What follows belongs to an exercise in optimizing a design on an open flow for small area and a short achievable clock period; a production flow would make more cautious choices. The RTL was checked by simulation tests, not by an equivalence proof against the original design. No driver is modelled on the clock port, so clocking that relies on it looks cheaper here than on a real chip. No activity file was given, so power comes from the tool's default toggle rates.

Setup of v6:
// data_mem_param
module data_mem_param #(
  parameter int DW             = 8,
  parameter int AW             = 8,
  parameter int DEPTH          = 256,
  parameter int READ_LATENCY   = 1,
  parameter int CLEAR_ON_RESET = 1,
  parameter int SEED0_ADDR     = 16,
  parameter int SEED0_VAL      = 254,
  parameter int SEED1_ADDR     = 244,
  parameter int SEED1_VAL      = 5
) (
  input  logic          Clk,
  input  logic          Reset,
  input  logic          WriteEn,
  input  logic          ReadEn,
  input  logic [AW-1:0] DataAddress,
  input  logic [DW-1:0] DataIn,
  output logic [DW-1:0] DataOut,
  output logic          RdValid,
  output logic          Busy
);
==> module data_mem_param, before the edit <==
module data_mem_param #(
  parameter int DW             = 8,
  parameter int AW             = 8,
  parameter int DEPTH          = 256,
  parameter int READ_LATENCY   = 1,
  parameter int CLEAR_ON_RESET = 1,
  parameter int SEED0_ADDR     = 16,
  parameter int SEED0_VAL      = 254,
  parameter int SEED1_ADDR     = 244,
  parameter int SEED1_VAL      = 5
) (
  input  logic          Clk,
  input  logic          Reset,
  input  logic          WriteEn,
  input  logic          ReadEn,
  input  logic [AW-1:0] DataAddress,
  input  logic [DW-1:0] DataIn,
  output logic [DW-1:0] DataOut,
  output logic          RdValid,
  output logic          Busy
);
  logic [DW-1:0] core [DEPTH];
  logic          busy_q, busy_m_q, busy_o_q;
  logic [AW-1:0] clr_ptr, clr_nxt;
  logic          clr_last;
  logic [DW-1:0] clr_dat_q;
  logic [DW-1:0] seed_nxt;
  always_comb begin
    seed_nxt = '0;
    if (clr_nxt == AW'(SEED0_ADDR))      seed_nxt = DW'(SEED0_VAL);
    else if (clr_nxt == AW'(SEED1_ADDR)) seed_nxt = DW'(SEED1_VAL);
  end
  assign clr_last = (clr_ptr == AW'(DEPTH - 1));
  assign clr_nxt  = clr_ptr + 1'b1;
  always_ff @(posedge Clk) begin
    if (Reset) begin
      busy_q    <= 1'b1;
      clr_ptr   <= '0;
      clr_dat_q <= (SEED0_ADDR == 0) ? DW'(SEED0_VAL) : (SEED1_ADDR == 0) ? DW'(SEED1_VAL) : '0;
    end else if (busy_q) begin
      clr_ptr   <= clr_nxt;
      clr_dat_q <= seed_nxt;
      if (clr_last) busy_q <= 1'b0;
    end
  end
  always_ff @(posedge Clk) begin
    if (Reset)                     busy_m_q <= 1'b1;
    else if (busy_m_q && clr_last) busy_m_q <= 1'b0;
  end
  always_ff @(posedge Clk) begin
    if (Reset)                     busy_o_q <= 1'b1;
    else if (busy_o_q && clr_last) busy_o_q <= 1'b0;
  end
  assign Busy = busy_o_q;
  logic          wr_en;
  logic [AW-1:0] wr_addr;
  logic [DW-1:0] wr_data;
  assign wr_en   = !Reset && (busy_q || WriteEn);
  assign wr_addr = busy_m_q ? clr_ptr : DataAddress;
  assign wr_data = busy_m_q ? clr_dat_q : DataIn;
  logic [15:0] row_n, col_n;
  always_comb begin
    for (int i = 0; i < 16; i++) begin
      row_n[i] = !(wr_en && (wr_addr[7:4] == 4'(i)));
      col_n[i] = !(wr_addr[3:0] == 4'(i));
    end
  end
  for (genvar w = 0; w < DEPTH; w++) begin : g_word
    logic          we;
    logic [DW-1:0] q;
    dm_nor2 u_we (.a(row_n[w / 16]), .b(col_n[w % 16]), .y(we));
    always_ff @(posedge Clk) begin
      if (we) q <= wr_data;
    end
    assign core[w] = q;
  end
  localparam int NG = DEPTH / 4;
  logic [7:0]    s_a, s_b;
  logic [NG-1:0] s_hi;
  logic [NG-1:0] grp [DW];
  logic [7:0]    part [DW];
  logic [3:0]    pair_n [DW];
  dm_dec #(.W(3)) u_dec_a (.a(DataAddress[4:2]), .y(s_a));
  dm_dec #(.W(3)) u_dec_b (.a(DataAddress[7:5]), .y(s_b));
  for (genvar g = 0; g < NG; g++) begin : g_sel
    assign s_hi[g] = s_a[g % 8] & s_b[g / 8];
  end
  logic [3:0] s_lo [NG / 4];
  for (genvar k = 0; k < NG / 4; k++) begin : g_dec_lo
    dm_dec #(.W(2)) u_dec_lo (.a(DataAddress[1:0]), .y(s_lo[k]));
  end
  for (genvar b = 0; b < DW; b++) begin : g_bit
    for (genvar g = 0; g < NG; g++) begin : g_grp
      dm_aor #(.N(4)) u_l1 (
        .d({core[4*g+3][b], core[4*g+2][b], core[4*g+1][b], core[4*g][b]}),
        .s(s_lo[g / 4]), .y(grp[b][g]));
    end
    for (genvar k = 0; k < 8; k++) begin : g_part
      dm_aor #(.N(8)) u_l2 (.d(grp[b][8*k +: 8]), .s(s_hi[8*k +: 8]), .y(part[b][k]));
    end
    for (genvar k = 0; k < 4; k++) begin : g_pair
      dm_nor2 u_or (.a(part[b][2*k]), .b(part[b][2*k+1]), .y(pair_n[b][k]));
    end
  end
  logic [3:0] pair_q [DW];
  logic       rdv_q;
  logic       rd_en;
  assign rd_en = !busy_q && ReadEn;
  always_ff @(posedge Clk) begin
    if (Reset) rdv_q <= 1'b0;
    else       rdv_q <= rd_en;
  end
  for (genvar b = 0; b < DW; b++) begin : g_dout
    always_ff @(posedge Clk) begin
      if (Reset)      pair_q[b] <= 4'hF;
      else if (rd_en) pair_q[b] <= pair_n[b];
    end
    dm_nand4 u_out (.a(pair_q[b][0]), .b(pair_q[b][1]), .c(pair_q[b][2]), .d(pair_q[b][3]),
                    .y(DataOut[b]));
  end
  assign RdValid = rdv_q;
endmodule
export LEC_CHECK = 0
export ABC_CLOCK_PERIOD_IN_PS = 1800
export CAP_MARGIN = 10
export CORE_MARGIN = 2
export CORE_UTILIZATION = 60
export CTS_CLUSTER_DIAMETER = 100
export CTS_CLUSTER_SIZE = 25
export SETUP_SLACK_MARGIN = 1.7
export SLEW_MARGIN = 10
export SYNTH_HIERARCHICAL = 1
export SYNTH_MINIMUM_KEEP_SIZE = 0
create_clock -name core_clock -period 4.0 [get_ports {Clk}]
standard.sh (not shown) runs the stock make flow with config.mk's settings and CLKGATE_MAP_FILE= SYNTH_SCRIPT=/design/flow/synth_recipe.tcl, a recipe that flattens the netlist after the stock synthesis.
==> flow/flow/run.sh <==
#!/bin/bash
# Layout flow: the standard synthesis unchanged, then the standard ORFS
# steps, except that:
#  - the ports are buffered with plain buffers (buf_8) rather than the delay
#    cells buffer_ports picks by default, and the resizer may not use delay
#    cells as buffers;
#  - before clock tree synthesis, the NAND4s that drive the output port
#    buffers are upsized (flow/upsize_out.tcl); the CTS step's detailed
#    placement then legalizes them.
# Each step's full output goes to a log of its own in this folder
# (ORFS also keeps per-step logs under orfs/logs/).
set -euo pipefail
bash standard.sh synth > synth.log 2>&1
export BUFFER_PORTS_ARGS="-buffer_cell sky130_fd_sc_hd__buf_8"
export DONT_USE_CELLS="sky130_fd_sc_hd__clkdlybuf4s15_1 sky130_fd_sc_hd__clkdlybuf4s15_2 sky130_fd_sc_hd__clkdlybuf4s18_1 sky130_fd_sc_hd__clkdlybuf4s18_2 sky130_fd_sc_hd__clkdlybuf4s25_1 sky130_fd_sc_hd__clkdlybuf4s25_2 sky130_fd_sc_hd__clkdlybuf4s50_1 sky130_fd_sc_hd__clkdlybuf4s50_2"
export PRE_CTS_TCL="$PWD/flow/upsize_out.tcl"
bash standard.sh floorplan > floorplan.log 2>&1
bash standard.sh place > place.log 2>&1
bash standard.sh cts > cts.log 2>&1
bash standard.sh route > route.log 2>&1
bash standard.sh finish > finish.log 2>&1
==> flow/flow/upsize_out.tcl <==
# Used by flow/run.sh as the PRE_CTS_TCL hook of ORFS.
# Upsize the NAND4s that drive the output port buffers.
foreach port [get_ports -filter "direction==output"] {
  foreach drv [get_pins -of_objects [get_nets [get_name $port]] -filter "direction==output"] {
    set buf [get_cells -of_objects $drv]
    foreach p [get_pins -of_objects $buf -filter "direction==input"] {
      foreach d2 [get_pins -of_objects [get_nets -of_objects $p] -filter "direction==output"] {
        set c [get_cells -of_objects $d2]
        set ref [get_property $c ref_name]
        if {[regexp {^sky130_fd_sc_hd__nand4_[12]$} $ref]} {
          puts "upsize [get_full_name $c] $ref"
          replace_cell $c sky130_fd_sc_hd__nand4_4
        }
      }
    }
  }
}
What v7 does differently from v6 at the input level:
--- a/flow/design.v
+++ b/flow/design.v
@@ -2,8 +2,15 @@
   input  logic [W-1:0]    a,
   output logic [2**W-1:0] y
 );
   always_comb for (int i = 0; i < 2**W; i++) y[i] = (a == W'(i));
+endmodule
+module dm_mux4 (
+  input  logic [3:0] d,
+  input  logic [1:0] s,
+  output logic       y
+);
+  assign y = d[s];
 endmodule
 module dm_nor2 (
   input  logic a, b,
   output logic y
@@ -44,34 +51,20 @@
   output logic          RdValid,
   output logic          Busy
 );
   logic [DW-1:0] core [DEPTH];
-  logic          busy_q, busy_m_q, busy_o_q;
-  logic [AW-1:0] clr_ptr, clr_nxt;
+  logic          busy_q, busy_o_q;
+  logic [AW-1:0] clr_ptr;
   logic          clr_last;
-  logic [DW-1:0] clr_dat_q;
-  logic [DW-1:0] seed_nxt;
-  always_comb begin
-    seed_nxt = '0;
-    if (clr_nxt == AW'(SEED0_ADDR))      seed_nxt = DW'(SEED0_VAL);
-    else if (clr_nxt == AW'(SEED1_ADDR)) seed_nxt = DW'(SEED1_VAL);
-  end
   assign clr_last = (clr_ptr == AW'(DEPTH - 1));
-  assign clr_nxt  = clr_ptr + 1'b1;
   always_ff @(posedge Clk) begin
     if (Reset) begin
-      busy_q    <= 1'b1;
-      clr_ptr   <= '0;
-      clr_dat_q <= (SEED0_ADDR == 0) ? DW'(SEED0_VAL) : (SEED1_ADDR == 0) ? DW'(SEED1_VAL) : '0;
+      busy_q  <= 1'b1;
+      clr_ptr <= '0;
     end else if (busy_q) begin
-      clr_ptr   <= clr_nxt;
-      clr_dat_q <= seed_nxt;
+      clr_ptr <= clr_ptr + 1'b1;
       if (clr_last) busy_q <= 1'b0;
     end
-  end
-  always_ff @(posedge Clk) begin
-    if (Reset)                     busy_m_q <= 1'b1;
-    else if (busy_m_q && clr_last) busy_m_q <= 1'b0;
   end
   always_ff @(posedge Clk) begin
     if (Reset)                     busy_o_q <= 1'b1;
     else if (busy_o_q && clr_last) busy_o_q <= 1'b0;
@@ -79,11 +72,17 @@
   assign Busy = busy_o_q;
   logic          wr_en;
   logic [AW-1:0] wr_addr;
   logic [DW-1:0] wr_data;
+  logic [DW-1:0] clr_dat;
+  always_comb begin
+    clr_dat = '0;
+    if (clr_ptr == AW'(SEED0_ADDR))      clr_dat = DW'(SEED0_VAL);
+    else if (clr_ptr == AW'(SEED1_ADDR)) clr_dat = DW'(SEED1_VAL);
+  end
   assign wr_en   = !Reset && (busy_q || WriteEn);
-  assign wr_addr = busy_m_q ? clr_ptr : DataAddress;
-  assign wr_data = busy_m_q ? clr_dat_q : DataIn;
+  assign wr_addr = busy_q ? clr_ptr : DataAddress;
+  assign wr_data = busy_q ? clr_dat : DataIn;
   logic [15:0] row_n, col_n;
   always_comb begin
     for (int i = 0; i < 16; i++) begin
       row_n[i] = !(wr_en && (wr_addr[7:4] == 4'(i)));
@@ -109,17 +108,13 @@
   dm_dec #(.W(3)) u_dec_b (.a(DataAddress[7:5]), .y(s_b));
   for (genvar g = 0; g < NG; g++) begin : g_sel
     assign s_hi[g] = s_a[g % 8] & s_b[g / 8];
   end
-  logic [3:0] s_lo [NG / 4];
-  for (genvar k = 0; k < NG / 4; k++) begin : g_dec_lo
-    dm_dec #(.W(2)) u_dec_lo (.a(DataAddress[1:0]), .y(s_lo[k]));
-  end
   for (genvar b = 0; b < DW; b++) begin : g_bit
     for (genvar g = 0; g < NG; g++) begin : g_grp
-      dm_aor #(.N(4)) u_l1 (
+      dm_mux4 u_l1 (
         .d({core[4*g+3][b], core[4*g+2][b], core[4*g+1][b], core[4*g][b]}),
-        .s(s_lo[g / 4]), .y(grp[b][g]));
+        .s(DataAddress[1:0]), .y(grp[b][g]));
     end
     for (genvar k = 0; k < 8; k++) begin : g_part
       dm_aor #(.N(8)) u_l2 (.d(grp[b][8*k +: 8]), .s(s_hi[8*k +: 8]), .y(part[b][k]));
     end
Results
Going from v6 to v7, number of rows in the core area grows by 0.76%.
Of v6 and v7, the higher non-clock buffer contribution to total cell area belongs to v7.
Sort v6 and v7 by final worst-path cycle share asc -> top: v6
Taking v6 as the reference, in v7 total detailed-routing wirelength now smaller, setup slack lower, reported leakage power went down, total of clock buffers placed in the layout did not really move.
Cmp v7 vs v6: post-route total power lower in v7
Looking only at global placement routability congestion, and setting everything else aside, the higher value of v6 and v7 goes to v6.
Taking v7 over v6, the area of combinational cells with multiple inputs ratio works out to 1.09.
Area of all placed cells without fillers on v7 is behind v6.

-- static timing again, ports no longer ideal --
How much do the figures lean on ideal ports? The routed layouts below were timed once more, with nothing changed but the port constraints. Step 1 (the two cells are an assumption about what drives the block):
set clk [get_ports {Clk}]
set_driving_cell -lib_cell sky130_fd_sc_hd__clkbuf_16 $clk
set_driving_cell -lib_cell sky130_fd_sc_hd__buf_2 [delete_from_list [all_inputs] $clk]
Step 2, shift: input delay + t, output delay - t, t = (earliest + latest rising clock arrival at the registers) / 2. This alone moves slack from input paths to output paths. Three values: no drivers, after step 1, after step 2; two values: the first two.
run | shift t [ns] | slack for setup (ns) | clock arrival spread, ns | slew at the worst register clock pin (ns) | worst data-port slew with drivers (ns)
v6 | 0.803 | 1.647 / 1.405 / 0.602 | 0.037 / 0.036 | 0.11 / 0.11 | 0.35
v7 | 0.811 | 1.572 / 1.442 / 0.631 | 0.023 / 0.023 | 0.10 / 0.10 | 0.28
After both steps every run listed still meets setup and hold. For v6, which loses most, drivers alone change the setup slack by -0.242 ns; drivers and shift together by -1.045 ns.
